Source: an optimization exercise on an open RTL-to-GDS flow (aim: small area, a short achievable clock period and few clock cycles per item). Production flows keep margins and buffers that such runs may drop.
Function was checked by simulation only, so behaviour that the tests miss may differ from the original.
Power and IR drop assume default switching activity.

<file path="design/flow/config.mk">
export PLATFORM = sky130hd
export DESIGN_NAME = rnn_step_top
export DESIGN_NICKNAME = rnn_step_top
export VERILOG_FILES = /design/flow/design.v
export SDC_FILE = /design/flow/constraint.sdc
export NUM_CORES = 4
export LEC_CHECK = 0
export CAP_MARGIN = 20
export CORE_MARGIN = 2
export CORE_UTILIZATION = 40
export CTS_CLUSTER_DIAMETER = 120
export CTS_CLUSTER_SIZE = 26
export SLEW_MARGIN = 20
</file>
<file path="design/flow/constraint.sdc">
create_clock -name core_clock -period 10.0 [get_ports {clk}]
set_input_delay 2.0000 -clock core_clock [delete_from_list [all_inputs] [get_ports {clk}]]
set_output_delay 2.0000 -clock core_clock [all_outputs]
set_load 0.01 [all_outputs]
</file>
<file path="design/flow/design.v">
`default_nettype none
package rnn_pkg;
    typedef logic signed [16-1:0] word_t;           
    function automatic logic [16-1:0] mul_q(input logic [16-1:0] a,
                                                 input logic [16-1:0] b);
        logic signed [2*16-1:0] prod;
        prod = $signed(a) * $signed(b);
        mul_q = prod[8 +: 16];
    endfunction
endpackage
`default_nettype wire
`default_nettype none
module dot_path (
    input  logic [15:0] x,
    input  logic [7:0]  neg,
    input  logic [7:0]  one,
    input  logic [7:0]  two,
    output logic [23:0] s,
    output logic [23:0] c
);
    logic [17:0] x_ext;
    assign x_ext = {{2{x[15]}}, x};
    logic pp_0_0;
    logic pp_0_1;
    logic pp_0_2;
    logic pp_0_3;
    logic pp_0_4;
    logic pp_0_5;
    logic pp_0_6;
    logic pp_0_7;
    logic pp_0_8;
    logic pp_0_9;
    logic pp_0_10;
    logic pp_0_11;
    logic pp_0_12;
    logic pp_0_13;
    logic pp_0_14;
    logic pp_0_15;
    logic pp_0_16;
    logic ppn_0;
    logic pp_1_0;
    logic pp_1_1;
    logic pp_1_2;
    logic pp_1_3;
    logic pp_1_4;
    logic pp_1_5;
    logic pp_1_6;
    logic pp_1_7;
    logic pp_1_8;
    logic pp_1_9;
    logic pp_1_10;
    logic pp_1_11;
    logic pp_1_12;
    logic pp_1_13;
    logic pp_1_14;
    logic pp_1_15;
    logic pp_1_16;
    logic ppn_1;
    logic pp_2_0;
    logic pp_2_1;
    logic pp_2_2;
    logic pp_2_3;
    logic pp_2_4;
    logic pp_2_5;
    logic pp_2_6;
    logic pp_2_7;
    logic pp_2_8;
    logic pp_2_9;
    logic pp_2_10;
    logic pp_2_11;
    logic pp_2_12;
    logic pp_2_13;
    logic pp_2_14;
    logic pp_2_15;
    logic pp_2_16;
    logic ppn_2;
    logic pp_3_0;
    logic pp_3_1;
    logic pp_3_2;
    logic pp_3_3;
    logic pp_3_4;
    logic pp_3_5;
    logic pp_3_6;
    logic pp_3_7;
    logic pp_3_8;
    logic pp_3_9;
    logic pp_3_10;
    logic pp_3_11;
    logic pp_3_12;
    logic pp_3_13;
    logic pp_3_14;
    logic pp_3_15;
    logic pp_3_16;
    logic ppn_3;
    logic pp_4_0;
    logic pp_4_1;
    logic pp_4_2;
    logic pp_4_3;
    logic pp_4_4;
    logic pp_4_5;
    logic pp_4_6;
    logic pp_4_7;
    logic pp_4_8;
    logic pp_4_9;
    logic pp_4_10;
    logic pp_4_11;
    logic pp_4_12;
    logic pp_4_13;
    logic pp_4_14;
    logic pp_4_15;
    logic pp_5_0;
    logic pp_5_1;
    logic pp_5_2;
    logic pp_5_3;
    logic pp_5_4;
    logic pp_5_5;
    logic pp_5_6;
    logic pp_5_7;
    logic pp_5_8;
    logic pp_5_9;
    logic pp_5_10;
    logic pp_5_11;
    logic pp_5_12;
    logic pp_5_13;
    logic pp_6_0;
    logic pp_6_1;
    logic pp_6_2;
    logic pp_6_3;
    logic pp_6_4;
    logic pp_6_5;
    logic pp_6_6;
    logic pp_6_7;
    logic pp_6_8;
    logic pp_6_9;
    logic pp_6_10;
    logic pp_6_11;
    logic pp_7_0;
    logic pp_7_1;
    logic pp_7_2;
    logic pp_7_3;
    logic pp_7_4;
    logic pp_7_5;
    logic pp_7_6;
    logic pp_7_7;
    logic pp_7_8;
    logic pp_7_9;
    logic hs_0_0;
    logic hc_0_0;
    logic hs_0_1;
    logic hc_0_1;
    logic fs_0_2;
    logic fc_0_2;
    logic hs_0_3;
    logic hc_0_3;
    logic fs_0_4;
    logic fc_0_4;
    logic hs_0_5;
    logic hc_0_5;
    logic fs_0_6;
    logic fc_0_6;
    logic fs_0_7;
    logic fc_0_7;
    logic hs_0_8;
    logic hc_0_8;
    logic fs_0_9;
    logic fc_0_9;
    logic fs_0_10;
    logic fc_0_10;
    logic hs_0_11;
    logic hc_0_11;
    logic fs_0_12;
    logic fc_0_12;
    logic fs_0_13;
    logic fc_0_13;
    logic hs_0_14;
    logic hc_0_14;
    logic fs_0_15;
    logic fc_0_15;
    logic fs_0_16;
    logic fc_0_16;
    logic fs_0_17;
    logic fc_0_17;
    logic fs_0_18;
    logic fc_0_18;
    logic fs_0_19;
    logic fc_0_19;
    logic hs_0_20;
    logic hc_0_20;
    logic fs_0_21;
    logic fc_0_21;
    logic fs_0_22;
    logic fc_0_22;
    logic fs_0_23;
    logic fc_0_23;
    logic hs_0_24;
    logic hc_0_24;
    logic fs_0_25;
    logic fc_0_25;
    logic hs_0_26;
    logic hc_0_26;
    logic hs_1_27;
    logic hc_1_27;
    logic hs_1_28;
    logic hc_1_28;
    logic fs_1_29;
    logic fc_1_29;
    logic hs_1_30;
    logic hc_1_30;
    logic fs_1_31;
    logic fc_1_31;
    logic hs_1_32;
    logic hc_1_32;
    logic fs_1_33;
    logic fc_1_33;
    logic fs_1_34;
    logic fc_1_34;
    logic fs_1_35;
    logic fc_1_35;
    logic fs_1_36;
    logic fc_1_36;
    logic fs_1_37;
    logic fc_1_37;
    logic fs_1_38;
    logic fc_1_38;
    logic fs_1_39;
    logic fc_1_39;
    logic fs_1_40;
    logic fc_1_40;
    logic fs_1_41;
    logic fc_1_41;
    logic fs_1_42;
    logic fc_1_42;
    logic fs_1_43;
    logic fc_1_43;
    logic fs_1_44;
    logic fc_1_44;
    logic fs_1_45;
    logic fc_1_45;
    logic fs_1_46;
    logic fc_1_46;
    logic fs_1_47;
    logic fc_1_47;
    logic fs_1_48;
    logic fc_1_48;
    logic fs_1_49;
    logic fc_1_49;
    logic fs_1_50;
    logic fc_1_50;
    logic fs_1_51;
    logic fc_1_51;
    logic fs_1_52;
    logic fc_1_52;
    logic fs_1_53;
    logic fc_1_53;
    logic fs_1_54;
    logic fc_1_54;
    logic fs_1_55;
    logic fc_1_55;
    logic fs_1_56;
    logic fc_1_56;
    logic fs_1_57;
    logic fc_1_57;
    logic fs_1_58;
    logic fc_1_58;
    logic fs_1_59;
    logic fc_1_59;
    logic fs_1_60;
    logic fc_1_60;
    logic hs_2_61;
    logic hc_2_61;
    logic hs_2_62;
    logic hc_2_62;
    logic fs_2_63;
    logic fc_2_63;
    logic fs_2_64;
    logic fc_2_64;
    logic fs_2_65;
    logic fc_2_65;
    logic fs_2_66;
    logic fc_2_66;
    logic fs_2_67;
    logic fc_2_67;
    logic fs_2_68;
    logic fc_2_68;
    logic fs_2_69;
    logic fc_2_69;
    logic fs_2_70;
    logic fc_2_70;
    logic fs_2_71;
    logic fc_2_71;
    logic fs_2_72;
    logic fc_2_72;
    logic fs_2_73;
    logic fc_2_73;
    logic fs_2_74;
    logic fc_2_74;
    logic fs_2_75;
    logic fc_2_75;
    logic fs_2_76;
    logic fc_2_76;
    logic fs_2_77;
    logic fc_2_77;
    logic fs_2_78;
    logic fc_2_78;
    logic fs_2_79;
    logic fc_2_79;
    logic fs_2_80;
    logic fc_2_80;
    logic hs_3_81;
    logic hc_3_81;
    logic hs_3_82;
    logic hc_3_82;
    logic fs_3_83;
    logic fc_3_83;
    logic fs_3_84;
    logic fc_3_84;
    logic fs_3_85;
    logic fc_3_85;
    logic fs_3_86;
    logic fc_3_86;
    logic fs_3_87;
    logic fc_3_87;
    logic fs_3_88;
    logic fc_3_88;
    logic fs_3_89;
    logic fc_3_89;
    logic fs_3_90;
    logic fc_3_90;
    logic fs_3_91;
    logic fc_3_91;
    logic fs_3_92;
    logic fc_3_92;
    logic fs_3_93;
    logic fc_3_93;
    logic fs_3_94;
    logic fc_3_94;
    logic fs_3_95;
    logic fc_3_95;
    logic fs_3_96;
    logic fc_3_96;
    logic fs_3_97;
    logic fc_3_97;
    logic fs_3_98;
    logic fc_3_98;
    logic fs_3_99;
    logic fc_3_99;
    logic fs_3_100;
    logic fc_3_100;
    logic fs_3_101;
    logic fc_3_101;
    logic fs_3_102;
    logic fc_3_102;
    assign pp_0_0 = ((one[0] & x_ext[0]) | (two[0] & 1'b0)) ^ neg[0];
    assign pp_0_1 = ((one[0] & x_ext[1]) | (two[0] & x_ext[0])) ^ neg[0];
    assign pp_0_2 = ((one[0] & x_ext[2]) | (two[0] & x_ext[1])) ^ neg[0];
    assign pp_0_3 = ((one[0] & x_ext[3]) | (two[0] & x_ext[2])) ^ neg[0];
    assign pp_0_4 = ((one[0] & x_ext[4]) | (two[0] & x_ext[3])) ^ neg[0];
    assign pp_0_5 = ((one[0] & x_ext[5]) | (two[0] & x_ext[4])) ^ neg[0];
    assign pp_0_6 = ((one[0] & x_ext[6]) | (two[0] & x_ext[5])) ^ neg[0];
    assign pp_0_7 = ((one[0] & x_ext[7]) | (two[0] & x_ext[6])) ^ neg[0];
    assign pp_0_8 = ((one[0] & x_ext[8]) | (two[0] & x_ext[7])) ^ neg[0];
    assign pp_0_9 = ((one[0] & x_ext[9]) | (two[0] & x_ext[8])) ^ neg[0];
    assign pp_0_10 = ((one[0] & x_ext[10]) | (two[0] & x_ext[9])) ^ neg[0];
    assign pp_0_11 = ((one[0] & x_ext[11]) | (two[0] & x_ext[10])) ^ neg[0];
    assign pp_0_12 = ((one[0] & x_ext[12]) | (two[0] & x_ext[11])) ^ neg[0];
    assign pp_0_13 = ((one[0] & x_ext[13]) | (two[0] & x_ext[12])) ^ neg[0];
    assign pp_0_14 = ((one[0] & x_ext[14]) | (two[0] & x_ext[13])) ^ neg[0];
    assign pp_0_15 = ((one[0] & x_ext[15]) | (two[0] & x_ext[14])) ^ neg[0];
    assign pp_0_16 = ((one[0] & x_ext[16]) | (two[0] & x_ext[15])) ^ neg[0];
    assign ppn_0 = ~(((one[0] & x_ext[17]) | (two[0] & x_ext[16])) ^ neg[0]);
    assign pp_1_0 = ((one[1] & x_ext[0]) | (two[1] & 1'b0)) ^ neg[1];
    assign pp_1_1 = ((one[1] & x_ext[1]) | (two[1] & x_ext[0])) ^ neg[1];
    assign pp_1_2 = ((one[1] & x_ext[2]) | (two[1] & x_ext[1])) ^ neg[1];
    assign pp_1_3 = ((one[1] & x_ext[3]) | (two[1] & x_ext[2])) ^ neg[1];
    assign pp_1_4 = ((one[1] & x_ext[4]) | (two[1] & x_ext[3])) ^ neg[1];
    assign pp_1_5 = ((one[1] & x_ext[5]) | (two[1] & x_ext[4])) ^ neg[1];
    assign pp_1_6 = ((one[1] & x_ext[6]) | (two[1] & x_ext[5])) ^ neg[1];
    assign pp_1_7 = ((one[1] & x_ext[7]) | (two[1] & x_ext[6])) ^ neg[1];
    assign pp_1_8 = ((one[1] & x_ext[8]) | (two[1] & x_ext[7])) ^ neg[1];
    assign pp_1_9 = ((one[1] & x_ext[9]) | (two[1] & x_ext[8])) ^ neg[1];
    assign pp_1_10 = ((one[1] & x_ext[10]) | (two[1] & x_ext[9])) ^ neg[1];
    assign pp_1_11 = ((one[1] & x_ext[11]) | (two[1] & x_ext[10])) ^ neg[1];
    assign pp_1_12 = ((one[1] & x_ext[12]) | (two[1] & x_ext[11])) ^ neg[1];
    assign pp_1_13 = ((one[1] & x_ext[13]) | (two[1] & x_ext[12])) ^ neg[1];
    assign pp_1_14 = ((one[1] & x_ext[14]) | (two[1] & x_ext[13])) ^ neg[1];
    assign pp_1_15 = ((one[1] & x_ext[15]) | (two[1] & x_ext[14])) ^ neg[1];
    assign pp_1_16 = ((one[1] & x_ext[16]) | (two[1] & x_ext[15])) ^ neg[1];
    assign ppn_1 = ~(((one[1] & x_ext[17]) | (two[1] & x_ext[16])) ^ neg[1]);
    assign pp_2_0 = ((one[2] & x_ext[0]) | (two[2] & 1'b0)) ^ neg[2];
    assign pp_2_1 = ((one[2] & x_ext[1]) | (two[2] & x_ext[0])) ^ neg[2];
    assign pp_2_2 = ((one[2] & x_ext[2]) | (two[2] & x_ext[1])) ^ neg[2];
    assign pp_2_3 = ((one[2] & x_ext[3]) | (two[2] & x_ext[2])) ^ neg[2];
    assign pp_2_4 = ((one[2] & x_ext[4]) | (two[2] & x_ext[3])) ^ neg[2];
    assign pp_2_5 = ((one[2] & x_ext[5]) | (two[2] & x_ext[4])) ^ neg[2];
    assign pp_2_6 = ((one[2] & x_ext[6]) | (two[2] & x_ext[5])) ^ neg[2];
    assign pp_2_7 = ((one[2] & x_ext[7]) | (two[2] & x_ext[6])) ^ neg[2];
    assign pp_2_8 = ((one[2] & x_ext[8]) | (two[2] & x_ext[7])) ^ neg[2];
    assign pp_2_9 = ((one[2] & x_ext[9]) | (two[2] & x_ext[8])) ^ neg[2];
    assign pp_2_10 = ((one[2] & x_ext[10]) | (two[2] & x_ext[9])) ^ neg[2];
    assign pp_2_11 = ((one[2] & x_ext[11]) | (two[2] & x_ext[10])) ^ neg[2];
    assign pp_2_12 = ((one[2] & x_ext[12]) | (two[2] & x_ext[11])) ^ neg[2];
    assign pp_2_13 = ((one[2] & x_ext[13]) | (two[2] & x_ext[12])) ^ neg[2];
    assign pp_2_14 = ((one[2] & x_ext[14]) | (two[2] & x_ext[13])) ^ neg[2];
    assign pp_2_15 = ((one[2] & x_ext[15]) | (two[2] & x_ext[14])) ^ neg[2];
    assign pp_2_16 = ((one[2] & x_ext[16]) | (two[2] & x_ext[15])) ^ neg[2];
    assign ppn_2 = ~(((one[2] & x_ext[17]) | (two[2] & x_ext[16])) ^ neg[2]);
    assign pp_3_0 = ((one[3] & x_ext[0]) | (two[3] & 1'b0)) ^ neg[3];
    assign pp_3_1 = ((one[3] & x_ext[1]) | (two[3] & x_ext[0])) ^ neg[3];
    assign pp_3_2 = ((one[3] & x_ext[2]) | (two[3] & x_ext[1])) ^ neg[3];
    assign pp_3_3 = ((one[3] & x_ext[3]) | (two[3] & x_ext[2])) ^ neg[3];
    assign pp_3_4 = ((one[3] & x_ext[4]) | (two[3] & x_ext[3])) ^ neg[3];
    assign pp_3_5 = ((one[3] & x_ext[5]) | (two[3] & x_ext[4])) ^ neg[3];
    assign pp_3_6 = ((one[3] & x_ext[6]) | (two[3] & x_ext[5])) ^ neg[3];
    assign pp_3_7 = ((one[3] & x_ext[7]) | (two[3] & x_ext[6])) ^ neg[3];
    assign pp_3_8 = ((one[3] & x_ext[8]) | (two[3] & x_ext[7])) ^ neg[3];
    assign pp_3_9 = ((one[3] & x_ext[9]) | (two[3] & x_ext[8])) ^ neg[3];
    assign pp_3_10 = ((one[3] & x_ext[10]) | (two[3] & x_ext[9])) ^ neg[3];
    assign pp_3_11 = ((one[3] & x_ext[11]) | (two[3] & x_ext[10])) ^ neg[3];
    assign pp_3_12 = ((one[3] & x_ext[12]) | (two[3] & x_ext[11])) ^ neg[3];
    assign pp_3_13 = ((one[3] & x_ext[13]) | (two[3] & x_ext[12])) ^ neg[3];
    assign pp_3_14 = ((one[3] & x_ext[14]) | (two[3] & x_ext[13])) ^ neg[3];
    assign pp_3_15 = ((one[3] & x_ext[15]) | (two[3] & x_ext[14])) ^ neg[3];
    assign pp_3_16 = ((one[3] & x_ext[16]) | (two[3] & x_ext[15])) ^ neg[3];
    assign ppn_3 = ~(((one[3] & x_ext[17]) | (two[3] & x_ext[16])) ^ neg[3]);
    assign pp_4_0 = ((one[4] & x_ext[0]) | (two[4] & 1'b0)) ^ neg[4];
    assign pp_4_1 = ((one[4] & x_ext[1]) | (two[4] & x_ext[0])) ^ neg[4];
    assign pp_4_2 = ((one[4] & x_ext[2]) | (two[4] & x_ext[1])) ^ neg[4];
    assign pp_4_3 = ((one[4] & x_ext[3]) | (two[4] & x_ext[2])) ^ neg[4];
    assign pp_4_4 = ((one[4] & x_ext[4]) | (two[4] & x_ext[3])) ^ neg[4];
    assign pp_4_5 = ((one[4] & x_ext[5]) | (two[4] & x_ext[4])) ^ neg[4];
    assign pp_4_6 = ((one[4] & x_ext[6]) | (two[4] & x_ext[5])) ^ neg[4];
    assign pp_4_7 = ((one[4] & x_ext[7]) | (two[4] & x_ext[6])) ^ neg[4];
    assign pp_4_8 = ((one[4] & x_ext[8]) | (two[4] & x_ext[7])) ^ neg[4];
    assign pp_4_9 = ((one[4] & x_ext[9]) | (two[4] & x_ext[8])) ^ neg[4];
    assign pp_4_10 = ((one[4] & x_ext[10]) | (two[4] & x_ext[9])) ^ neg[4];
    assign pp_4_11 = ((one[4] & x_ext[11]) | (two[4] & x_ext[10])) ^ neg[4];
    assign pp_4_12 = ((one[4] & x_ext[12]) | (two[4] & x_ext[11])) ^ neg[4];
    assign pp_4_13 = ((one[4] & x_ext[13]) | (two[4] & x_ext[12])) ^ neg[4];
    assign pp_4_14 = ((one[4] & x_ext[14]) | (two[4] & x_ext[13])) ^ neg[4];
    assign pp_4_15 = ((one[4] & x_ext[15]) | (two[4] & x_ext[14])) ^ neg[4];
    assign pp_5_0 = ((one[5] & x_ext[0]) | (two[5] & 1'b0)) ^ neg[5];
    assign pp_5_1 = ((one[5] & x_ext[1]) | (two[5] & x_ext[0])) ^ neg[5];
    assign pp_5_2 = ((one[5] & x_ext[2]) | (two[5] & x_ext[1])) ^ neg[5];
    assign pp_5_3 = ((one[5] & x_ext[3]) | (two[5] & x_ext[2])) ^ neg[5];
    assign pp_5_4 = ((one[5] & x_ext[4]) | (two[5] & x_ext[3])) ^ neg[5];
    assign pp_5_5 = ((one[5] & x_ext[5]) | (two[5] & x_ext[4])) ^ neg[5];
    assign pp_5_6 = ((one[5] & x_ext[6]) | (two[5] & x_ext[5])) ^ neg[5];
    assign pp_5_7 = ((one[5] & x_ext[7]) | (two[5] & x_ext[6])) ^ neg[5];
    assign pp_5_8 = ((one[5] & x_ext[8]) | (two[5] & x_ext[7])) ^ neg[5];
    assign pp_5_9 = ((one[5] & x_ext[9]) | (two[5] & x_ext[8])) ^ neg[5];
    assign pp_5_10 = ((one[5] & x_ext[10]) | (two[5] & x_ext[9])) ^ neg[5];
    assign pp_5_11 = ((one[5] & x_ext[11]) | (two[5] & x_ext[10])) ^ neg[5];
    assign pp_5_12 = ((one[5] & x_ext[12]) | (two[5] & x_ext[11])) ^ neg[5];
    assign pp_5_13 = ((one[5] & x_ext[13]) | (two[5] & x_ext[12])) ^ neg[5];
    assign pp_6_0 = ((one[6] & x_ext[0]) | (two[6] & 1'b0)) ^ neg[6];
    assign pp_6_1 = ((one[6] & x_ext[1]) | (two[6] & x_ext[0])) ^ neg[6];
    assign pp_6_2 = ((one[6] & x_ext[2]) | (two[6] & x_ext[1])) ^ neg[6];
    assign pp_6_3 = ((one[6] & x_ext[3]) | (two[6] & x_ext[2])) ^ neg[6];
    assign pp_6_4 = ((one[6] & x_ext[4]) | (two[6] & x_ext[3])) ^ neg[6];
    assign pp_6_5 = ((one[6] & x_ext[5]) | (two[6] & x_ext[4])) ^ neg[6];
    assign pp_6_6 = ((one[6] & x_ext[6]) | (two[6] & x_ext[5])) ^ neg[6];
    assign pp_6_7 = ((one[6] & x_ext[7]) | (two[6] & x_ext[6])) ^ neg[6];
    assign pp_6_8 = ((one[6] & x_ext[8]) | (two[6] & x_ext[7])) ^ neg[6];
    assign pp_6_9 = ((one[6] & x_ext[9]) | (two[6] & x_ext[8])) ^ neg[6];
    assign pp_6_10 = ((one[6] & x_ext[10]) | (two[6] & x_ext[9])) ^ neg[6];
    assign pp_6_11 = ((one[6] & x_ext[11]) | (two[6] & x_ext[10])) ^ neg[6];
    assign pp_7_0 = ((one[7] & x_ext[0]) | (two[7] & 1'b0)) ^ neg[7];
    assign pp_7_1 = ((one[7] & x_ext[1]) | (two[7] & x_ext[0])) ^ neg[7];
    assign pp_7_2 = ((one[7] & x_ext[2]) | (two[7] & x_ext[1])) ^ neg[7];
    assign pp_7_3 = ((one[7] & x_ext[3]) | (two[7] & x_ext[2])) ^ neg[7];
    assign pp_7_4 = ((one[7] & x_ext[4]) | (two[7] & x_ext[3])) ^ neg[7];
    assign pp_7_5 = ((one[7] & x_ext[5]) | (two[7] & x_ext[4])) ^ neg[7];
    assign pp_7_6 = ((one[7] & x_ext[6]) | (two[7] & x_ext[5])) ^ neg[7];
    assign pp_7_7 = ((one[7] & x_ext[7]) | (two[7] & x_ext[6])) ^ neg[7];
    assign pp_7_8 = ((one[7] & x_ext[8]) | (two[7] & x_ext[7])) ^ neg[7];
    assign pp_7_9 = ((one[7] & x_ext[9]) | (two[7] & x_ext[8])) ^ neg[7];
    assign hs_0_0 = pp_0_10 ^ pp_1_8;
    assign hc_0_0 = pp_0_10 & pp_1_8;
    assign hs_0_1 = pp_0_11 ^ pp_1_9;
    assign hc_0_1 = pp_0_11 & pp_1_9;
    assign fs_0_2 = pp_0_12 ^ pp_1_10 ^ pp_2_8;
    assign fc_0_2 = (pp_0_12 & pp_1_10) | (pp_0_12 & pp_2_8) | (pp_1_10 & pp_2_8);
    assign hs_0_3 = pp_3_6 ^ pp_4_4;
    assign hc_0_3 = pp_3_6 & pp_4_4;
    assign fs_0_4 = pp_0_13 ^ pp_1_11 ^ pp_2_9;
    assign fc_0_4 = (pp_0_13 & pp_1_11) | (pp_0_13 & pp_2_9) | (pp_1_11 & pp_2_9);
    assign hs_0_5 = pp_3_7 ^ pp_4_5;
    assign hc_0_5 = pp_3_7 & pp_4_5;
    assign fs_0_6 = pp_0_14 ^ pp_1_12 ^ pp_2_10;
    assign fc_0_6 = (pp_0_14 & pp_1_12) | (pp_0_14 & pp_2_10) | (pp_1_12 & pp_2_10);
    assign fs_0_7 = pp_3_8 ^ pp_4_6 ^ pp_5_4;
    assign fc_0_7 = (pp_3_8 & pp_4_6) | (pp_3_8 & pp_5_4) | (pp_4_6 & pp_5_4);
    assign hs_0_8 = pp_6_2 ^ pp_7_0;
    assign hc_0_8 = pp_6_2 & pp_7_0;
    assign fs_0_9 = pp_0_15 ^ pp_1_13 ^ pp_2_11;
    assign fc_0_9 = (pp_0_15 & pp_1_13) | (pp_0_15 & pp_2_11) | (pp_1_13 & pp_2_11);
    assign fs_0_10 = pp_3_9 ^ pp_4_7 ^ pp_5_5;
    assign fc_0_10 = (pp_3_9 & pp_4_7) | (pp_3_9 & pp_5_5) | (pp_4_7 & pp_5_5);
    assign hs_0_11 = pp_6_3 ^ pp_7_1;
    assign hc_0_11 = pp_6_3 & pp_7_1;
    assign fs_0_12 = pp_0_16 ^ pp_1_14 ^ pp_2_12;
    assign fc_0_12 = (pp_0_16 & pp_1_14) | (pp_0_16 & pp_2_12) | (pp_1_14 & pp_2_12);
    assign fs_0_13 = pp_3_10 ^ pp_4_8 ^ pp_5_6;
    assign fc_0_13 = (pp_3_10 & pp_4_8) | (pp_3_10 & pp_5_6) | (pp_4_8 & pp_5_6);
    assign hs_0_14 = pp_6_4 ^ pp_7_2;
    assign hc_0_14 = pp_6_4 & pp_7_2;
    assign fs_0_15 = ppn_0 ^ pp_1_15 ^ pp_2_13;
    assign fc_0_15 = (ppn_0 & pp_1_15) | (ppn_0 & pp_2_13) | (pp_1_15 & pp_2_13);
    assign fs_0_16 = pp_3_11 ^ pp_4_9 ^ pp_5_7;
    assign fc_0_16 = (pp_3_11 & pp_4_9) | (pp_3_11 & pp_5_7) | (pp_4_9 & pp_5_7);
    assign fs_0_17 = pp_6_5 ^ pp_7_3 ^ 1'b1;
    assign fc_0_17 = (pp_6_5 & pp_7_3) | (pp_6_5 & 1'b1) | (pp_7_3 & 1'b1);
    assign fs_0_18 = pp_1_16 ^ pp_2_14 ^ pp_3_12;
    assign fc_0_18 = (pp_1_16 & pp_2_14) | (pp_1_16 & pp_3_12) | (pp_2_14 & pp_3_12);
    assign fs_0_19 = pp_4_10 ^ pp_5_8 ^ pp_6_6;
    assign fc_0_19 = (pp_4_10 & pp_5_8) | (pp_4_10 & pp_6_6) | (pp_5_8 & pp_6_6);
    assign hs_0_20 = pp_7_4 ^ 1'b1;
    assign hc_0_20 = pp_7_4 & 1'b1;
    assign fs_0_21 = ppn_1 ^ pp_2_15 ^ pp_3_13;
    assign fc_0_21 = (ppn_1 & pp_2_15) | (ppn_1 & pp_3_13) | (pp_2_15 & pp_3_13);
    assign fs_0_22 = pp_4_11 ^ pp_5_9 ^ pp_6_7;
    assign fc_0_22 = (pp_4_11 & pp_5_9) | (pp_4_11 & pp_6_7) | (pp_5_9 & pp_6_7);
    assign fs_0_23 = pp_2_16 ^ pp_3_14 ^ pp_4_12;
    assign fc_0_23 = (pp_2_16 & pp_3_14) | (pp_2_16 & pp_4_12) | (pp_3_14 & pp_4_12);
    assign hs_0_24 = pp_5_10 ^ pp_6_8;
    assign hc_0_24 = pp_5_10 & pp_6_8;
    assign fs_0_25 = ppn_2 ^ pp_3_15 ^ pp_4_13;
    assign fc_0_25 = (ppn_2 & pp_3_15) | (ppn_2 & pp_4_13) | (pp_3_15 & pp_4_13);
    assign hs_0_26 = pp_3_16 ^ pp_4_14;
    assign hc_0_26 = pp_3_16 & pp_4_14;
    assign hs_1_27 = pp_0_6 ^ pp_1_4;
    assign hc_1_27 = pp_0_6 & pp_1_4;
    assign hs_1_28 = pp_0_7 ^ pp_1_5;
    assign hc_1_28 = pp_0_7 & pp_1_5;
    assign fs_1_29 = pp_0_8 ^ pp_1_6 ^ pp_2_4;
    assign fc_1_29 = (pp_0_8 & pp_1_6) | (pp_0_8 & pp_2_4) | (pp_1_6 & pp_2_4);
    assign hs_1_30 = pp_3_2 ^ pp_4_0;
    assign hc_1_30 = pp_3_2 & pp_4_0;
    assign fs_1_31 = pp_0_9 ^ pp_1_7 ^ pp_2_5;
    assign fc_1_31 = (pp_0_9 & pp_1_7) | (pp_0_9 & pp_2_5) | (pp_1_7 & pp_2_5);
    assign hs_1_32 = pp_3_3 ^ pp_4_1;
    assign hc_1_32 = pp_3_3 & pp_4_1;
    assign fs_1_33 = pp_2_6 ^ pp_3_4 ^ pp_4_2;
    assign fc_1_33 = (pp_2_6 & pp_3_4) | (pp_2_6 & pp_4_2) | (pp_3_4 & pp_4_2);
    assign fs_1_34 = pp_5_0 ^ neg[5] ^ hs_0_0;
    assign fc_1_34 = (pp_5_0 & neg[5]) | (pp_5_0 & hs_0_0) | (neg[5] & hs_0_0);
    assign fs_1_35 = pp_2_7 ^ pp_3_5 ^ pp_4_3;
    assign fc_1_35 = (pp_2_7 & pp_3_5) | (pp_2_7 & pp_4_3) | (pp_3_5 & pp_4_3);
    assign fs_1_36 = pp_5_1 ^ hc_0_0 ^ hs_0_1;
    assign fc_1_36 = (pp_5_1 & hc_0_0) | (pp_5_1 & hs_0_1) | (hc_0_0 & hs_0_1);
    assign fs_1_37 = pp_5_2 ^ pp_6_0 ^ neg[6];
    assign fc_1_37 = (pp_5_2 & pp_6_0) | (pp_5_2 & neg[6]) | (pp_6_0 & neg[6]);
    assign fs_1_38 = hc_0_1 ^ fs_0_2 ^ hs_0_3;
    assign fc_1_38 = (hc_0_1 & fs_0_2) | (hc_0_1 & hs_0_3) | (fs_0_2 & hs_0_3);
    assign fs_1_39 = pp_5_3 ^ pp_6_1 ^ fc_0_2;
    assign fc_1_39 = (pp_5_3 & pp_6_1) | (pp_5_3 & fc_0_2) | (pp_6_1 & fc_0_2);
    assign fs_1_40 = hc_0_3 ^ fs_0_4 ^ hs_0_5;
    assign fc_1_40 = (hc_0_3 & fs_0_4) | (hc_0_3 & hs_0_5) | (fs_0_4 & hs_0_5);
    assign fs_1_41 = neg[7] ^ fc_0_4 ^ hc_0_5;
    assign fc_1_41 = (neg[7] & fc_0_4) | (neg[7] & hc_0_5) | (fc_0_4 & hc_0_5);
    assign fs_1_42 = fs_0_6 ^ fs_0_7 ^ hs_0_8;
    assign fc_1_42 = (fs_0_6 & fs_0_7) | (fs_0_6 & hs_0_8) | (fs_0_7 & hs_0_8);
    assign fs_1_43 = fc_0_6 ^ fc_0_7 ^ hc_0_8;
    assign fc_1_43 = (fc_0_6 & fc_0_7) | (fc_0_6 & hc_0_8) | (fc_0_7 & hc_0_8);
    assign fs_1_44 = fs_0_9 ^ fs_0_10 ^ hs_0_11;
    assign fc_1_44 = (fs_0_9 & fs_0_10) | (fs_0_9 & hs_0_11) | (fs_0_10 & hs_0_11);
    assign fs_1_45 = fc_0_9 ^ fc_0_10 ^ hc_0_11;
    assign fc_1_45 = (fc_0_9 & fc_0_10) | (fc_0_9 & hc_0_11) | (fc_0_10 & hc_0_11);
    assign fs_1_46 = fs_0_12 ^ fs_0_13 ^ hs_0_14;
    assign fc_1_46 = (fs_0_12 & fs_0_13) | (fs_0_12 & hs_0_14) | (fs_0_13 & hs_0_14);
    assign fs_1_47 = fc_0_12 ^ fc_0_13 ^ hc_0_14;
    assign fc_1_47 = (fc_0_12 & fc_0_13) | (fc_0_12 & hc_0_14) | (fc_0_13 & hc_0_14);
    assign fs_1_48 = fs_0_15 ^ fs_0_16 ^ fs_0_17;
    assign fc_1_48 = (fs_0_15 & fs_0_16) | (fs_0_15 & fs_0_17) | (fs_0_16 & fs_0_17);
    assign fs_1_49 = fc_0_15 ^ fc_0_16 ^ fc_0_17;
    assign fc_1_49 = (fc_0_15 & fc_0_16) | (fc_0_15 & fc_0_17) | (fc_0_16 & fc_0_17);
    assign fs_1_50 = fs_0_18 ^ fs_0_19 ^ hs_0_20;
    assign fc_1_50 = (fs_0_18 & fs_0_19) | (fs_0_18 & hs_0_20) | (fs_0_19 & hs_0_20);
    assign fs_1_51 = pp_7_5 ^ fc_0_18 ^ fc_0_19;
    assign fc_1_51 = (pp_7_5 & fc_0_18) | (pp_7_5 & fc_0_19) | (fc_0_18 & fc_0_19);
    assign fs_1_52 = hc_0_20 ^ fs_0_21 ^ fs_0_22;
    assign fc_1_52 = (hc_0_20 & fs_0_21) | (hc_0_20 & fs_0_22) | (fs_0_21 & fs_0_22);
    assign fs_1_53 = pp_7_6 ^ 1'b1 ^ fc_0_21;
    assign fc_1_53 = (pp_7_6 & 1'b1) | (pp_7_6 & fc_0_21) | (1'b1 & fc_0_21);
    assign fs_1_54 = fc_0_22 ^ fs_0_23 ^ hs_0_24;
    assign fc_1_54 = (fc_0_22 & fs_0_23) | (fc_0_22 & hs_0_24) | (fs_0_23 & hs_0_24);
    assign fs_1_55 = pp_5_11 ^ pp_6_9 ^ pp_7_7;
    assign fc_1_55 = (pp_5_11 & pp_6_9) | (pp_5_11 & pp_7_7) | (pp_6_9 & pp_7_7);
    assign fs_1_56 = fc_0_23 ^ hc_0_24 ^ fs_0_25;
    assign fc_1_56 = (fc_0_23 & hc_0_24) | (fc_0_23 & fs_0_25) | (hc_0_24 & fs_0_25);
    assign fs_1_57 = pp_5_12 ^ pp_6_10 ^ pp_7_8;
    assign fc_1_57 = (pp_5_12 & pp_6_10) | (pp_5_12 & pp_7_8) | (pp_6_10 & pp_7_8);
    assign fs_1_58 = 1'b1 ^ fc_0_25 ^ hs_0_26;
    assign fc_1_58 = (1'b1 & fc_0_25) | (1'b1 & hs_0_26) | (fc_0_25 & hs_0_26);
    assign fs_1_59 = ppn_3 ^ pp_4_15 ^ pp_5_13;
    assign fc_1_59 = (ppn_3 & pp_4_15) | (ppn_3 & pp_5_13) | (pp_4_15 & pp_5_13);
    assign fs_1_60 = pp_6_11 ^ pp_7_9 ^ hc_0_26;
    assign fc_1_60 = (pp_6_11 & pp_7_9) | (pp_6_11 & hc_0_26) | (pp_7_9 & hc_0_26);
    assign hs_2_61 = pp_0_4 ^ pp_1_2;
    assign hc_2_61 = pp_0_4 & pp_1_2;
    assign hs_2_62 = pp_0_5 ^ pp_1_3;
    assign hc_2_62 = pp_0_5 & pp_1_3;
    assign fs_2_63 = pp_2_2 ^ pp_3_0 ^ neg[3];
    assign fc_2_63 = (pp_2_2 & pp_3_0) | (pp_2_2 & neg[3]) | (pp_3_0 & neg[3]);
    assign fs_2_64 = pp_2_3 ^ pp_3_1 ^ hc_1_27;
    assign fc_2_64 = (pp_2_3 & pp_3_1) | (pp_2_3 & hc_1_27) | (pp_3_1 & hc_1_27);
    assign fs_2_65 = neg[4] ^ hc_1_28 ^ fs_1_29;
    assign fc_2_65 = (neg[4] & hc_1_28) | (neg[4] & fs_1_29) | (hc_1_28 & fs_1_29);
    assign fs_2_66 = fc_1_29 ^ hc_1_30 ^ fs_1_31;
    assign fc_2_66 = (fc_1_29 & hc_1_30) | (fc_1_29 & fs_1_31) | (hc_1_30 & fs_1_31);
    assign fs_2_67 = fc_1_31 ^ hc_1_32 ^ fs_1_33;
    assign fc_2_67 = (fc_1_31 & hc_1_32) | (fc_1_31 & fs_1_33) | (hc_1_32 & fs_1_33);
    assign fs_2_68 = fc_1_33 ^ fc_1_34 ^ fs_1_35;
    assign fc_2_68 = (fc_1_33 & fc_1_34) | (fc_1_33 & fs_1_35) | (fc_1_34 & fs_1_35);
    assign fs_2_69 = fc_1_35 ^ fc_1_36 ^ fs_1_37;
    assign fc_2_69 = (fc_1_35 & fc_1_36) | (fc_1_35 & fs_1_37) | (fc_1_36 & fs_1_37);
    assign fs_2_70 = fc_1_37 ^ fc_1_38 ^ fs_1_39;
    assign fc_2_70 = (fc_1_37 & fc_1_38) | (fc_1_37 & fs_1_39) | (fc_1_38 & fs_1_39);
    assign fs_2_71 = fc_1_39 ^ fc_1_40 ^ fs_1_41;
    assign fc_2_71 = (fc_1_39 & fc_1_40) | (fc_1_39 & fs_1_41) | (fc_1_40 & fs_1_41);
    assign fs_2_72 = fc_1_41 ^ fc_1_42 ^ fs_1_43;
    assign fc_2_72 = (fc_1_41 & fc_1_42) | (fc_1_41 & fs_1_43) | (fc_1_42 & fs_1_43);
    assign fs_2_73 = fc_1_43 ^ fc_1_44 ^ fs_1_45;
    assign fc_2_73 = (fc_1_43 & fc_1_44) | (fc_1_43 & fs_1_45) | (fc_1_44 & fs_1_45);
    assign fs_2_74 = fc_1_45 ^ fc_1_46 ^ fs_1_47;
    assign fc_2_74 = (fc_1_45 & fc_1_46) | (fc_1_45 & fs_1_47) | (fc_1_46 & fs_1_47);
    assign fs_2_75 = fc_1_47 ^ fc_1_48 ^ fs_1_49;
    assign fc_2_75 = (fc_1_47 & fc_1_48) | (fc_1_47 & fs_1_49) | (fc_1_48 & fs_1_49);
    assign fs_2_76 = fc_1_49 ^ fc_1_50 ^ fs_1_51;
    assign fc_2_76 = (fc_1_49 & fc_1_50) | (fc_1_49 & fs_1_51) | (fc_1_50 & fs_1_51);
    assign fs_2_77 = fc_1_51 ^ fc_1_52 ^ fs_1_53;
    assign fc_2_77 = (fc_1_51 & fc_1_52) | (fc_1_51 & fs_1_53) | (fc_1_52 & fs_1_53);
    assign fs_2_78 = fc_1_53 ^ fc_1_54 ^ fs_1_55;
    assign fc_2_78 = (fc_1_53 & fc_1_54) | (fc_1_53 & fs_1_55) | (fc_1_54 & fs_1_55);
    assign fs_2_79 = fc_1_55 ^ fc_1_56 ^ fs_1_57;
    assign fc_2_79 = (fc_1_55 & fc_1_56) | (fc_1_55 & fs_1_57) | (fc_1_56 & fs_1_57);
    assign fs_2_80 = fc_1_57 ^ fc_1_58 ^ fs_1_59;
    assign fc_2_80 = (fc_1_57 & fc_1_58) | (fc_1_57 & fs_1_59) | (fc_1_58 & fs_1_59);
    assign hs_3_81 = pp_0_2 ^ pp_1_0;
    assign hc_3_81 = pp_0_2 & pp_1_0;
    assign hs_3_82 = pp_0_3 ^ pp_1_1;
    assign hc_3_82 = pp_0_3 & pp_1_1;
    assign fs_3_83 = pp_2_0 ^ neg[2] ^ hs_2_61;
    assign fc_3_83 = (pp_2_0 & neg[2]) | (pp_2_0 & hs_2_61) | (neg[2] & hs_2_61);
    assign fs_3_84 = pp_2_1 ^ hc_2_61 ^ hs_2_62;
    assign fc_3_84 = (pp_2_1 & hc_2_61) | (pp_2_1 & hs_2_62) | (hc_2_61 & hs_2_62);
    assign fs_3_85 = hs_1_27 ^ hc_2_62 ^ fs_2_63;
    assign fc_3_85 = (hs_1_27 & hc_2_62) | (hs_1_27 & fs_2_63) | (hc_2_62 & fs_2_63);
    assign fs_3_86 = hs_1_28 ^ fc_2_63 ^ fs_2_64;
    assign fc_3_86 = (hs_1_28 & fc_2_63) | (hs_1_28 & fs_2_64) | (fc_2_63 & fs_2_64);
    assign fs_3_87 = hs_1_30 ^ fc_2_64 ^ fs_2_65;
    assign fc_3_87 = (hs_1_30 & fc_2_64) | (hs_1_30 & fs_2_65) | (fc_2_64 & fs_2_65);
    assign fs_3_88 = hs_1_32 ^ fc_2_65 ^ fs_2_66;
    assign fc_3_88 = (hs_1_32 & fc_2_65) | (hs_1_32 & fs_2_66) | (fc_2_65 & fs_2_66);
    assign fs_3_89 = fs_1_34 ^ fc_2_66 ^ fs_2_67;
    assign fc_3_89 = (fs_1_34 & fc_2_66) | (fs_1_34 & fs_2_67) | (fc_2_66 & fs_2_67);
    assign fs_3_90 = fs_1_36 ^ fc_2_67 ^ fs_2_68;
    assign fc_3_90 = (fs_1_36 & fc_2_67) | (fs_1_36 & fs_2_68) | (fc_2_67 & fs_2_68);
    assign fs_3_91 = fs_1_38 ^ fc_2_68 ^ fs_2_69;
    assign fc_3_91 = (fs_1_38 & fc_2_68) | (fs_1_38 & fs_2_69) | (fc_2_68 & fs_2_69);
    assign fs_3_92 = fs_1_40 ^ fc_2_69 ^ fs_2_70;
    assign fc_3_92 = (fs_1_40 & fc_2_69) | (fs_1_40 & fs_2_70) | (fc_2_69 & fs_2_70);
    assign fs_3_93 = fs_1_42 ^ fc_2_70 ^ fs_2_71;
    assign fc_3_93 = (fs_1_42 & fc_2_70) | (fs_1_42 & fs_2_71) | (fc_2_70 & fs_2_71);
    assign fs_3_94 = fs_1_44 ^ fc_2_71 ^ fs_2_72;
    assign fc_3_94 = (fs_1_44 & fc_2_71) | (fs_1_44 & fs_2_72) | (fc_2_71 & fs_2_72);
    assign fs_3_95 = fs_1_46 ^ fc_2_72 ^ fs_2_73;
    assign fc_3_95 = (fs_1_46 & fc_2_72) | (fs_1_46 & fs_2_73) | (fc_2_72 & fs_2_73);
    assign fs_3_96 = fs_1_48 ^ fc_2_73 ^ fs_2_74;
    assign fc_3_96 = (fs_1_48 & fc_2_73) | (fs_1_48 & fs_2_74) | (fc_2_73 & fs_2_74);
    assign fs_3_97 = fs_1_50 ^ fc_2_74 ^ fs_2_75;
    assign fc_3_97 = (fs_1_50 & fc_2_74) | (fs_1_50 & fs_2_75) | (fc_2_74 & fs_2_75);
    assign fs_3_98 = fs_1_52 ^ fc_2_75 ^ fs_2_76;
    assign fc_3_98 = (fs_1_52 & fc_2_75) | (fs_1_52 & fs_2_76) | (fc_2_75 & fs_2_76);
    assign fs_3_99 = fs_1_54 ^ fc_2_76 ^ fs_2_77;
    assign fc_3_99 = (fs_1_54 & fc_2_76) | (fs_1_54 & fs_2_77) | (fc_2_76 & fs_2_77);
    assign fs_3_100 = fs_1_56 ^ fc_2_77 ^ fs_2_78;
    assign fc_3_100 = (fs_1_56 & fc_2_77) | (fs_1_56 & fs_2_78) | (fc_2_77 & fs_2_78);
    assign fs_3_101 = fs_1_58 ^ fc_2_78 ^ fs_2_79;
    assign fc_3_101 = (fs_1_58 & fc_2_78) | (fs_1_58 & fs_2_79) | (fc_2_78 & fs_2_79);
    assign fs_3_102 = fs_1_60 ^ fc_2_79 ^ fs_2_80;
    assign fc_3_102 = (fs_1_60 & fc_2_79) | (fs_1_60 & fs_2_80) | (fc_2_79 & fs_2_80);
    assign s[0] = pp_0_0;
    assign c[0] = neg[0];
    assign s[1] = pp_0_1;
    assign c[1] = 1'b0;
    assign s[2] = neg[1];
    assign c[2] = hs_3_81;
    assign s[3] = hc_3_81;
    assign c[3] = hs_3_82;
    assign s[4] = hc_3_82;
    assign c[4] = fs_3_83;
    assign s[5] = fc_3_83;
    assign c[5] = fs_3_84;
    assign s[6] = fc_3_84;
    assign c[6] = fs_3_85;
    assign s[7] = fc_3_85;
    assign c[7] = fs_3_86;
    assign s[8] = fc_3_86;
    assign c[8] = fs_3_87;
    assign s[9] = fc_3_87;
    assign c[9] = fs_3_88;
    assign s[10] = fc_3_88;
    assign c[10] = fs_3_89;
    assign s[11] = fc_3_89;
    assign c[11] = fs_3_90;
    assign s[12] = fc_3_90;
    assign c[12] = fs_3_91;
    assign s[13] = fc_3_91;
    assign c[13] = fs_3_92;
    assign s[14] = fc_3_92;
    assign c[14] = fs_3_93;
    assign s[15] = fc_3_93;
    assign c[15] = fs_3_94;
    assign s[16] = fc_3_94;
    assign c[16] = fs_3_95;
    assign s[17] = fc_3_95;
    assign c[17] = fs_3_96;
    assign s[18] = fc_3_96;
    assign c[18] = fs_3_97;
    assign s[19] = fc_3_97;
    assign c[19] = fs_3_98;
    assign s[20] = fc_3_98;
    assign c[20] = fs_3_99;
    assign s[21] = fc_3_99;
    assign c[21] = fs_3_100;
    assign s[22] = fc_3_100;
    assign c[22] = fs_3_101;
    assign s[23] = fc_3_101;
    assign c[23] = fs_3_102;
endmodule
`default_nettype wire
`default_nettype none
module rnn_step_top (
    input  logic                            clk,
    input  logic                            reset,
    input  logic                            execute,
    input  logic [7-1:0]             token,
    output logic [27-1:0]              mem_a_addr,
    output logic                            mem_a_read,
    input  logic [16-1:0]              mem_a_data,
    input  logic                            mem_a_valid,
    output logic [27-1:0]              mem_b_addr,
    output logic                            mem_b_read,
    input  logic [16-1:0]              mem_b_data,
    input  logic                            mem_b_valid,
    output logic [8*16-1:0] hidden_state,
    output logic                            done
);
    localparam logic [15:0] ONE_Q = 16'h0100;      
    logic       busy;
    logic       start;
    logic [6:0] token_q;
    logic       done_q;
    logic       finish;
    assign start = !busy && execute;
    assign done = done_q;
    logic       a_fin;
    logic       a_rd;
    logic [8:0] a_addr;
    logic       a_last;
    logic       a_emb;
    logic       a_bias;
    logic [2:0] a_row;
    logic [8:0] a_n_addr;
    assign a_emb = (a_addr < 9'd304);
    assign a_bias = (a_addr >= 9'd400);
    assign a_last = (a_addr == 9'd407);
    assign a_row = a_bias ? a_addr[2:0] : {~a_addr[4], a_addr[3:2]};
    always_comb
    begin
        if (a_emb)
            a_n_addr = {7'd76, a_addr[1:0]};                   
        else if (a_bias)
            a_n_addr = a_addr + 9'd1;
        else if (a_addr[4:2] != 3'b011)
            a_n_addr = a_addr + 9'd4;                          
        else if (a_addr[1:0] != 2'd3)
            a_n_addr = {token_q, a_addr[1:0] + 2'd1};          
        else
            a_n_addr = 9'd400;
    end
    always_ff @(posedge clk)
    begin
        if (reset)
        begin
            a_rd <= 1'b0;
            a_fin <= 1'b0;
        end
        else if (start)
        begin
            a_rd <= 1'b1;
            a_fin <= 1'b0;
        end
        else
        begin
            a_rd <= busy && mem_a_valid && !a_last;
            if (busy && mem_a_valid && a_last)
                a_fin <= 1'b1;
        end
    end
    always_ff @(posedge clk)
    begin
        if (start)
            a_addr <= {token, 2'b00};
        else if (mem_a_valid)
            a_addr <= a_n_addr;
    end
    assign mem_a_read = a_rd;
    assign mem_a_addr = 27'(a_addr);
    logic       b_fin;
    logic       b_rd;
    logic [8:0] b_addr;
    logic       b_last;
    logic       b_bias;
    logic [2:0] b_row;
    assign b_last = (b_addr == 9'd415);
    assign b_bias = (b_addr >= 9'd408);
    assign b_row = b_bias ? b_addr[2:0] : 3'(b_addr[5:3] - 3'd2);
    always_ff @(posedge clk)
    begin
        if (reset)
        begin
            b_rd <= 1'b0;
            b_fin <= 1'b0;
        end
        else if (start)
        begin
            b_rd <= 1'b1;
            b_fin <= 1'b0;
        end
        else
        begin
            b_rd <= busy && mem_b_valid && !b_last;
            if (busy && mem_b_valid && b_last)
                b_fin <= 1'b1;
        end
    end
    always_ff @(posedge clk)
    begin
        if (start)
            b_addr <= 9'd336;
        else if (mem_b_valid)
            b_addr <= (b_addr == 9'd399) ? 9'd408 : b_addr + 9'd1;
    end
    assign mem_b_read = b_rd;
    assign mem_b_addr = 27'(b_addr);
    logic [15:0] e_q;
    logic [15:0] a_hold;
    logic        a_hold_v;
    logic        a_hold_bias;
    logic [2:0]  a_hold_row;
    logic        a_mul;           
    logic [15:0] b_h;
    assign a_mul = busy && mem_a_valid && !a_emb;
    always_comb
    begin
        b_h = 16'd0;
        for (int j = 0; j < 8; j++)
            b_h = b_h | (hidden_state[j*16 +: 16] & {16{b_addr[2:0] == 3'(j)}});
    end
    logic        p1_v;
    logic [2:0]  p1_row;
    logic [15:0] p1_x;
    logic [7:0]  p1_neg;
    logic [7:0]  p1_one;
    logic [7:0]  p1_two;
    function automatic logic [23:0] booth_enc(input logic [15:0] y);
        logic [16:0] ye;
        logic [7:0]  neg;
        logic [7:0]  one;
        logic [7:0]  two;
        ye = {y, 1'b0};
        for (int i = 0; i < 8; i++)
        begin
            neg[i] = ye[2*i+2];
            one[i] = ye[2*i+1] ^ ye[2*i];
            two[i] = (ye[2*i+2] & ~ye[2*i+1] & ~ye[2*i])
                   | (~ye[2*i+2] & ye[2*i+1] & ye[2*i]);
        end
        booth_enc = {neg, one, two};
    endfunction
    logic [23:0] enc_b;
    logic [23:0] enc_a;
    logic        a_sel_bias;
    assign a_sel_bias = a_hold_v ? a_hold_bias : a_bias;
    assign enc_b = booth_enc(b_bias ? ONE_Q : b_h);
    assign enc_a = booth_enc(a_sel_bias ? ONE_Q : e_q);
    always_ff @(posedge clk)
    begin
        if (reset || start)
        begin
            p1_v <= 1'b0;
            a_hold_v <= 1'b0;
        end
        else
        begin
            p1_v <= (busy && mem_b_valid) || a_hold_v || a_mul;
            a_hold_v <= a_mul && mem_b_valid;
        end
    end
    always_ff @(posedge clk)
    begin
        if (mem_a_valid && a_emb)
            e_q <= mem_a_data;
        a_hold <= mem_a_data;
        a_hold_bias <= a_bias;
        a_hold_row <= a_row;
        if (busy && mem_b_valid)
        begin
            p1_row <= b_row;
            p1_x <= mem_b_data;
            {p1_neg, p1_one, p1_two} <= enc_b;
        end
        else
        begin
            p1_row <= a_hold_v ? a_hold_row : a_row;
            p1_x <= a_hold_v ? a_hold : mem_a_data;
            {p1_neg, p1_one, p1_two} <= enc_a;
        end
    end
    logic [23:0] t7s, t7c;
    dot_path u_mul (
        .x   (p1_x),
        .neg (p1_neg),
        .one (p1_one),
        .two (p1_two),
        .s   (t7s),
        .c   (t7c)
    );
    logic        p2_v;
    logic [2:0]  p2_row;
    logic [15:0] p2_s;            
    logic [15:0] p2_c;
    logic        p2_cin;          
    logic [8:0]  lo_sum;
    assign lo_sum = {1'b0, t7s[7:0]} + {1'b0, t7c[7:0]};
    always_ff @(posedge clk)
    begin
        if (reset || start)
            p2_v <= 1'b0;
        else
            p2_v <= p1_v;
        p2_row <= p1_row;
        p2_s <= t7s[23:8];
        p2_c <= t7c[23:8];
        p2_cin <= lo_sum[8];
    end
    logic [15:0] acc [0:7];
    logic [7:0]  touched;
    logic [15:0] acc_q;
    logic [15:0] c3s;
    logic [15:0] c3c;
    logic [15:0] acc_new;
    logic [15:0] acc_pick;
    always_comb
    begin
        acc_pick = 16'd0;
        for (int r = 0; r < 8; r++)
            acc_pick = acc_pick | (acc[r] & {16{p1_row == 3'(r) && touched[r]}});
    end
    always_comb
    begin
        c3s = acc_q ^ p2_s ^ p2_c;
        c3c = (acc_q & p2_s) | (acc_q & p2_c) | (p2_s & p2_c);
        acc_new = c3s + {c3c[14:0], p2_cin};
    end
    always_ff @(posedge clk)
    begin
        if (reset || start)
            touched <= 8'd0;
        else if (p2_v)
            touched[p2_row] <= 1'b1;
        for (int r = 0; r < 8; r++)
            if (p2_v && p2_row == 3'(r))
                acc[r] <= acc_new;
        if (p2_v && p2_row == p1_row)
            acc_q <= acc_new;
        else
            acc_q <= acc_pick;
    end
    assign finish = busy && !done_q && a_fin && b_fin && !a_hold_v && !p1_v && !p2_v;
    always_ff @(posedge clk)
    begin
        if (reset)
        begin
            busy <= 1'b0;
            done_q <= 1'b0;
            hidden_state <= '0;
        end
        else
        begin
            if (start)
                busy <= 1'b1;
            else if (done_q)
                busy <= 1'b0;
            done_q <= finish;
            if (finish)
                for (int r = 0; r < 8; r++)
                    hidden_state[r*16 +: 16] <= acc[r];
        end
    end
    always_ff @(posedge clk)
    begin
        if (start)
            token_q <= token;
    end
endmodule
`default_nettype wire
</file>
<file path="design/flow/flow/run.sh">
#!/bin/bash
# Standard layout, with small port buffers and timing repair aimed below the clock period.
set -euo pipefail
extra=(
  "BUFFER_PORTS_ARGS=-buffer_cell sky130_fd_sc_hd__buf_2"
  "SETUP_SLACK_MARGIN=6.8"
  "ABC_CLOCK_PERIOD_IN_PS=3200"
)
bash standard.sh "${extra[@]}" finish > standard.log 2>&1
</file>
<file path="design/flow/standard.sh">
#!/bin/bash
# synth_recipe.tcl (not shown) runs the flow's synth.tcl, then flattens the netlist and writes it again
# the make line also repeats each setting of config.mk as NAME=value (left out here)
make -C /OpenROAD-flow-scripts/flow DESIGN_CONFIG=/design/flow/config.mk WORK_HOME=/design/flow/orfs CLKGATE_MAP_FILE= SYNTH_SCRIPT=/design/flow/synth_recipe.tcl "${@:-finish}"
</file>
==> implementation parameters <==
Parameter                              Value

Run status
  Result of the run    finished clean

Floorplanning
  Starting density of the core    40.3%
  Floorplan die height    roughly 240 um
  Die footprint    56000 um^2
  Standard cell core area    around 54000 um^2
  Horizontal extent of the die    237 um
  I/O pins    229
  Standard-cell rows    85

Timing
  Worst slew pin tran    1.15 ns
  Share of the clock period used by the worst path after layout    32.0%
  Maximum clock skew at final layout    0.0182 ns
  Achievable frequency    around 310 MHz
  Setup-failing EPs final    0
  Unrepaired setup endpoints after global routing    yes
  Setup TNS after final layout    0 ns
  Final period demand of the worst path    3.20 ns
  Count of pins over their slew limit    0
  Headroom to the max-slew limit    23.5%
  Final-report hold violation count    0

Clocking
  Number of buffers added by the clock tree synthesis step    20
  CTS Hold Bufs    0
  CTS tree    built
  H-tree level count    1
  Bufs on Longest Clock Path    3
  Clock Latency Late Sink    ~0.55 ns
  Number of sinks on the clock net    429
  Cell at the root of the clock tree    sky130_fd_sc_hd__clkbuf_16
  Clock-pin slew reported for the worst setup and hold paths after clock tree synthesis    0.11 ns

Power and ir drop
  Net switching fraction of the power    38.0%
  Switching power summed over all nets    2.37 mW
  Pwr Density    261 nW/um^2
  Largest voltage drop on the vdd net    between 0.15 and 0.2 mV
  Seq pwr share    about two fifths
  Portion of total power attributed to combinational logic    a little over two fifths
  Internal power summed over all cells    3.87 mW
  Clk network pwr share    15.3%
  Static power due to leakage    roughly 9.1 nW

Critical path
  Register-to-register setup slack    6.88 ns
  Number of cells on the critical path    1
  Highest fanout seen on the critical path    3
  Setup crit end    hidden_state[38]
  Slowest cell on the critical path    sky130_fd_sc_hd__dfxtp_1
  Worst EP arrival    around 1.2 ns
  Critical Path Sink Type    output pin
  Required time at the worst-slack endpoint    8.00 ns
  R2R cell count    8
  Startpoint of the worst-slack reg-to-reg timing path    p1_x[1]
  Critical-path cell list    buf_2
  Family of cells with the greatest summed delay on the critical path    flip-flops
  Highest cell delay on the worst timing path    around 0.46 ns
  Count of buffer and inverter cells on the critical path    1
  Endpoint of the lowest-slack register-to-register path    p2_cin
  Setup CP Type    reg2out
  Launch point of the critical path    hidden_state[38]
  Critical Path Source Type    flop

Yosys
  #FFs+latches synth    about 430
  Mean area per synthesized cell    10.1 um^2
  Cell with the most instances after synthesis    sky130_fd_sc_hd__nand2_1
  Portion of the post-synthesis area used by sequential elements    47.0%
  Yosys warning total    2
  Top-area cell type share of the netlist area    around a quarter
  Number of library cell types mapped by synthesis    67
  Post-synthesis instance total    2144
  Compound-gate portion of the synthesized area    between 10% and 20%
  Multiplexer share of the synthesized area    approximately 2.0%
  Asr flop ratio synth    0%
  Most frequent cells after synthesis    sky130_fd_sc_hd__nand2_1 (374), sky130_fd_sc_hd__dfxtp_1 (271), sky130_fd_sc_hd__a21oi_1 (172)
  Top cell type by total area after synthesis    sky130_fd_sc_hd__dfxtp_1
  Synthesized-area fraction occupied by xor and xnor cells    7.08%
  Number of enable-type register cells in the synthesized netlist    about 160
  Fraction of the mapped netlist area in adder cells    11.5%
  Post-synthesis instance area    21600 um^2
  Simple-gate area share of the yosys netlist    between 10% and 20%
  Post-synth top flop    sky130_fd_sc_hd__dfxtp_1
  Top cells by area in the synthesized netlist    sky130_fd_sc_hd__dfxtp_1 (25%), sky130_fd_sc_hd__edfxtp_1 (22%), sky130_fd_sc_hd__fa_1 (7.8%)
  Dominant combinational cell family by area after synthesis    compound AO/OA/AOI/OAI gates

Place
  Final estimated routing congestion in global placement    0.863
  Total placed cells including tap cells    2902
  Post-DP HPWL    45700 um
  PortBufs    between 150 and 200

Global routing
  Total congestion overflow after global routing    0
  Initial antenna violation count    0
  Via count of the first global-routing pass    16380
  Gr usage total    between 20% and 30%
  Wire length of the first global-routing pass    98700 um
  Maximum number of pins on one net before global-route repair    77

Layout
  Layout overhead on the synthesized area    10.5%
  Filler cell count in the final layout    around 5100
  Final-stage net count    roughly 2400
  Area of the multi-input gates    10400 um^2
  Fraction of layout instances using a drive strength above 1    16.0%
  Diode count    0
  FF+latch area    10200 um^2
  Count of placed standard cells in the final layout, fillers left out    2956

Drt
  Count of TritonRoute iterations in the first routing pass    7
  1st-iter DRT viols    1787
  Routed wire per std cell    approximately 22 um
  Total routed wirelength    65500 um
  Drt via density    ~5.7
  Number of vias in the routed layout    16794
  Residual DRC count    0
  Residual antenna-violating net count after detailed routing    0

Flow run
  Max_cap viols    0

Hold path
  Hold Path Cell Cnt    2
  Hold WC Path Type    reg2reg
what timing repair did:
action | CTS | global route
gates cloned | 1 | 0
pin swaps | 3 | 3
resized for setup | 45 | 31
setup endpoints to repair | 94 | 100
setup buffers | 11 | 6
metrics by stage:
stage          util (%)  hold WS [ns]  worst slack (ns)  instance area, um^2  total power, mW
2_1_floorplan         -         0.329              6.81                21800             4.41
3_3_place_gp       42.8         0.418              6.16                23000             5.10
3_5_place_dp       42.8         0.430              6.08                23000             5.20
4_1_cts            44.3         0.439              6.78                23800             6.21
5_1_grt            44.5         0.455              6.68                23900             6.73
6_report           44.5         0.431              6.80                23900             6.24
registers in the layout (all words and copies together), names as in the netlist, 9 cells and up, named ones only:
name,cells
p2_c,16
hidden_state,128
p1_x,16
acc,128
e_q,16
b_addr,9
acc_q,16
p2_s,16
a_hold,16
area by class of cell:
cell class	count	share of cell area, %
clock buffers	34	2.40
clock inverters	2	0.0628
inverters	99	1.56
multi-input cells	1453	43.7
flip-flops and latches	429	42.8
well taps	696	3.64
repair buffers	243	5.82
power groups by stage:
| stage | Clock, mW | Combinational, mW | Sequential, mW |
|---|---|---|---|
| CTS | 0.970 | 2.64 | 2.60 |
| finish | 0.955 | 2.69 | 2.60 |
| floorplan | 0 | 1.90 | 2.51 |
| detailed placement | 0 | 2.55 | 2.64 |
| global placement | 0 | 2.46 | 2.64 |
| global route | 1.03 | 3.08 | 2.62 |
layout by cell type (no fill, tap or decap), types with 13 or more instances in the layout:
cell type,instances
sky130_fd_sc_hd__nand2_1,373
sky130_fd_sc_hd__fa_1,84
sky130_fd_sc_hd__conb_1,36
sky130_fd_sc_hd__o21ai_0,59
sky130_fd_sc_hd__a222oi_1,45
sky130_fd_sc_hd__xor2_1,43
sky130_fd_sc_hd__a21oi_1,171
sky130_fd_sc_hd__nor2_1,50
sky130_fd_sc_hd__nand3_1,25
sky130_fd_sc_hd__mux2i_1,23
sky130_fd_sc_hd__a22oi_1,152
sky130_fd_sc_hd__dfxtp_2,42
sky130_fd_sc_hd__dfxtp_1,223
sky130_fd_sc_hd__clkbuf_16,21
sky130_fd_sc_hd__clkbuf_1,13
sky130_fd_sc_hd__buf_4,48
sky130_fd_sc_hd__ha_1,64
sky130_fd_sc_hd__inv_1,97
sky130_fd_sc_hd__mux2_2,18
sky130_fd_sc_hd__buf_2,191
sky130_fd_sc_hd__xnor2_1,124
sky130_fd_sc_hd__edfxtp_1,158
routing by layer:
metal,wire (um),global-route usage [%],vias to the layer above
li1,-,-,7610
met1,27100,30.8,8350
met2,30800,37.5,731
met3,5620,4.00,103
met4,2070,6.62,0
met5,0,0,-
worst min path at each step:
stage                     startpoint        end  slack, ns
after CTS                       p1_v       p2_v       0.44
after global placement          p1_v       p2_v       0.42
after global routing            p1_v       p2_v       0.46
after detailed placement        p1_v       p2_v       0.43
final                           p1_v       p2_v       0.43
after floorplan            p1_row[0]  p2_row[0]       0.33
kinds of logic after synthesis:
kind of cell    Yosys count
compound gates          512
xor+xnor                175
fa+ha+maj               149
buf+inv                 297
flops                   429
mux                      41
other cells               1
simple gates            540
Testbench counts, summed over its fixed seeds: cycles 82,244, steps 320.

## static timing again, ports no longer ideal
No port has a modelled driver above. Below, the same layout with a new extraction and two added sets of constraints.
Step 1 assumes that a clkbuf_16 drives the clock port and a buf_2 every other input.
Step 2 also shifts input and output timing later by t, the mid clock arrival at the registers, as if the neighbouring blocks saw the same clock.
Slacks: ideal ports / drivers / drivers and shift; pairs: ideal ports / drivers.
t (ns): 0.607
slack for setup (ns): 6.805 / 6.741 / 6.442
cell pins on the clock port's net: 1
After both steps this run still meets setup and hold. The setup slack of this run moves by -0.064 ns with the drivers and by -0.363 ns with both steps.
